What follows belongs to an exercise in optimizing a design on an open flow for a short achievable clock period, few clock cycles per item and low power; a production flow would make more cautious choices. The RTL was checked by simulation tests, not by an equivalence proof against the original design. Power figures rest on the tool's default switching activity, not on a simulated workload.

Design backend_top, start of the top module:
module backend_top (
  input  logic        clk_i,
  input  logic        rst_ni,
  input  logic        fetch_valid_i,
  output logic        fetch_ready_o,
  input  logic [31:0] fetch_instr_i,
  output logic        commit_valid_o,
  output logic [37:0] commit_o
);
Size: ~1,200 flip-flops, roughly 75 I/O pins.
export LEC_CHECK = 0
export CAP_MARGIN = 20
export CORE_MARGIN = 2
export CORE_UTILIZATION = 60
export CTS_BUF_LIST = sky130_fd_sc_hd__clkbuf_16
export CTS_CLUSTER_DIAMETER = 100
export CTS_CLUSTER_SIZE = 25
export PLACE_DENSITY = 0.72
export SLEW_MARGIN = 20
create_clock -name core_clock -period 12.0 [get_ports {clk_i}]
standard.sh (not shown) runs the stock make flow with config.mk's settings and CLKGATE_MAP_FILE= SYNTH_SCRIPT=/design/flow/synth_recipe.tcl, a recipe that flattens the netlist after the stock synthesis.
==> flow/flow/run.sh <==
#!/bin/bash
set -e
export SETUP_SLACK_MARGIN=8.4
export BUFFER_PORTS_ARGS="-buffer_cell sky130_fd_sc_hd__buf_4"
bash standard.sh > standard_flow.log 2>&1
Testbench counts at the start, summed over its fixed seeds: cycles 25,512, instructions 24,248.
Then changed:
- CORE_UTILIZATION: 60 -> 40
- PLACE_DENSITY: 0.72 -> unset
The new run completed with no timing, DRC or antenna violations.
Synthesized cell count does not change.
Power is higher by 0.68%.
Critical path depth decreases by 3.
Wire length came out higher by 4.2%.

---

Another version of the RTL of backend_top (not shown whole).
Size in the first run: ~4,900 cells after synthesis, roughly 1,300 flip-flops, ~72,000 µm² of cells after synthesis.
clock: 12.0 ns
lec_check: 0
cap_margin: 20
core_margin: 2
core_utilization: 65
cts_buf_list: sky130_fd_sc_hd__clkbuf_16
cts_cluster_diameter: 100
cts_cluster_size: 25
place_density: 0.8
slew_margin: 20
Scripts as last shown in full above: flow/flow/run.sh
Testbench counts at the start, summed over its fixed seeds: cycles 25,512, instructions 24,248.
Edit:
- CORE_UTILIZATION: 65 -> 55
- PLACE_DENSITY: 0.8 -> 0.7
Outcome: Cell area is about the same. Global-route usage goes down by 10 points. Sequential power stays flat.
Edit:
==> flow/flow/run.sh (replaced) <==
#!/bin/bash
set -e
export SETUP_SLACK_MARGIN=9.0
export BUFFER_PORTS_ARGS="-buffer_cell sky130_fd_sc_hd__buf_4"
bash standard.sh > standard_flow.log 2>&1
Effect: Maximum frequency fell by 0.41%. Setup slack loses 15 ps. Global-route usage goes up by 3.8 points. Final area climbs by 6.2%. Die area is unchanged.
Edit:
==> flow/run.sh (new file) <==
#!/bin/bash
# synth_recipe.tcl (not shown) runs the flow's synth.tcl, then flattens the netlist and writes it again
# the make line also repeats each setting of config.mk as NAME=value (left out here)
make -C /OpenROAD-flow-scripts/flow DESIGN_CONFIG=/design/flow/config.mk WORK_HOME=/design/flow/orfs CLKGATE_MAP_FILE= SYNTH_SCRIPT=/design/flow/synth_recipe.tcl finish
- SETUP_SLACK_MARGIN: not set -> 5
removed: flow/flow/run.sh
removed: flow/standard.sh
Effect: Synthesized cell count does not change. Final cell count came out lower by a little under a tenth. Sequential cell count is unchanged. Combinational power came out lower by a quarter to a third. Via count falls by roughly a tenth. Sequential share of layout area goes up by 6.0 points. Worst setup slack gets worse by 1100 ps.
Edit:
==> flow/flow/run.sh (new file) <==
#!/bin/bash
set -e
export SETUP_SLACK_MARGIN=8.4
export BUFFER_PORTS_ARGS="-buffer_cell sky130_fd_sc_hd__buf_4"
bash standard.sh > standard_flow.log 2>&1
==> flow/standard.sh (new file) <==
#!/bin/bash
# synth_recipe.tcl (not shown) runs the flow's synth.tcl, then flattens the netlist and writes it again
# the make line also repeats each setting of config.mk as NAME=value (left out here)
make -C /OpenROAD-flow-scripts/flow DESIGN_CONFIG=/design/flow/config.mk WORK_HOME=/design/flow/orfs CLKGATE_MAP_FILE= SYNTH_SCRIPT=/design/flow/synth_recipe.tcl "${@:-finish}"
- CORE_UTILIZATION: 55 -> 40
- PLACE_DENSITY: 0.7 -> not set
- SETUP_SLACK_MARGIN: 5 -> not set
removed: flow/run.sh
Power rises by 5.3%.
Core utilization fell by 11 points.
Cell count increases by 15%.
Flip-flop and latch count stays the same.
Final area increases by about 12%.
Combinational power grows by 23%.
Routed wire length went up by 24%.
Critical path depth increases by 3.
Clock power rose by about 15%.
Maximum frequency came out higher by about 30%.

---

## alpha
backend_top, a different RTL version from the one above (not shown whole).
For scale: about 4900 cells after synthesis, roughly 1300 flip-flops, ~75 I/O pins.
Design backend_top, start of the top module:
module backend_top (
  input  logic        clk_i,
  input  logic        rst_ni,
  input  logic        fetch_valid_i,
  output logic        fetch_ready_o,
  input  logic [31:0] fetch_instr_i,
  output logic        commit_valid_o,
  output logic [37:0] commit_o
);
==> flow/config.mk <==
export PLATFORM = sky130hd
export DESIGN_NAME = backend_top
export DESIGN_NICKNAME = backend_top
export VERILOG_FILES = /design/flow/design.v
export SDC_FILE = /design/flow/constraint.sdc
export NUM_CORES = 4
export LEC_CHECK = 0
export CAP_MARGIN = 20
export CORE_MARGIN = 2
export CORE_UTILIZATION = 40
export SLEW_MARGIN = 20
==> flow/constraint.sdc <==
create_clock -name core_clock -period 12.0 [get_ports {clk_i}]
set_input_delay 2.4000 -clock core_clock [delete_from_list [all_inputs] [get_ports {clk_i}]]
set_output_delay 2.4000 -clock core_clock [all_outputs]
set_load 0.01 [all_outputs]
==> flow/flow/run.sh <==
#!/bin/bash
set -e
export SETUP_SLACK_MARGIN=8.4
bash standard.sh > standard_flow.log 2>&1
alpha: all stages complete, timing, DRC and antenna checks passed
Testbench counts of alpha, summed over its fixed seeds: cycles 25,512, instructions 24,248.
The following lists how beta was set up differently from alpha:
Settings: SETUP_SLACK_MARGIN: unset -> 5.
==> flow/run.sh (new file) <==
#!/bin/bash
# synth_recipe.tcl (not shown) runs the flow's synth.tcl, then flattens the netlist and writes it again
# the make line also repeats each setting of config.mk as NAME=value (left out here)
make -C /OpenROAD-flow-scripts/flow DESIGN_CONFIG=/design/flow/config.mk WORK_HOME=/design/flow/orfs CLKGATE_MAP_FILE= SYNTH_SCRIPT=/design/flow/synth_recipe.tcl finish
removed: flow/flow/run.sh
removed: flow/standard.sh
--- outcome ---
- Max freq alpha -> beta: degraded
- alpha and beta ended up with nearly the same clock insertion delay at the later pin of the skew report.
- Summary: with alpha as the reference, TritonCTS buffer count in beta moved down slightly.
- Diff alpha -> beta | cell area | down by a little under 10%
- Wire length of the first global-routing pass in beta is about 9% lower than in alpha
- NOTE critical path depth alpha->beta decreased by more than 10%
- Re global placement routability congestion: beta is 0.016 down on alpha.
- In the metrics for alpha and beta, the one carrying the lower fraction of the cycle the final worst path needs is alpha.

==> afterwards: timing with drivers on the ports <==
How much do the figures lean on ideal ports? The routed layouts below were timed once more, with nothing changed but the port constraints.
Step 1, drivers: a clkbuf_16 drives clk_i and a buf_2 each remaining input, both assumed.
Step 2 adds t to the input delays and takes it off the output delays; t is the mean of the earliest and latest rising clock arrival at the registers after step 1. Input paths then give back, and output paths get back, about the clock's delay inside the block.
Slacks: no drivers / after step 1 / after step 2; pairs: no drivers / after step 1.
| run | shift t [ns] | setup WS [ns] | clock arrival spread, ns | worst data-port slew with drivers (ns) |
|---|---|---|---|---|
| the first run of note 1 | 0.819 | 7.526 / 7.526 / 7.526 | 0.067 / 0.067 | 0.04 |
| the second run of note 1 | 0.823 | 7.482 / 7.482 / 7.482 | 0.098 / 0.098 | 0.04 |
| the first run of note 2 | 0.831 | 8.121 / 8.078 / 7.724 | 0.062 / 0.062 | 0.04 |
| the second run of note 2 | 0.797 | 8.220 / 8.138 / 7.811 | 0.070 / 0.069 | 0.05 |
| the third run of note 2 | 0.750 | 8.204 / 8.198 / 7.842 | 0.047 / 0.047 | 0.05 |
| the fourth run of note 2 | 0.780 | 7.123 / 7.123 / 7.123 | 0.039 / 0.038 | 0.05 |
| the fifth run of note 2 | 0.790 | 8.212 / 8.157 / 7.843 | 0.048 / 0.048 | 0.04 |
| alpha | 0.859 | 7.168 / 7.168 / 7.168 | 0.053 / 0.052 | 0.05 |
| beta | 0.856 | 5.880 / 5.880 / 5.880 | 0.051 / 0.052 | 0.05 |
After both steps setup and hold are still met in every run listed. For the second run of note 2, which loses most, drivers alone change the setup slack by -0.082 ns; drivers and shift together by -0.409 ns.
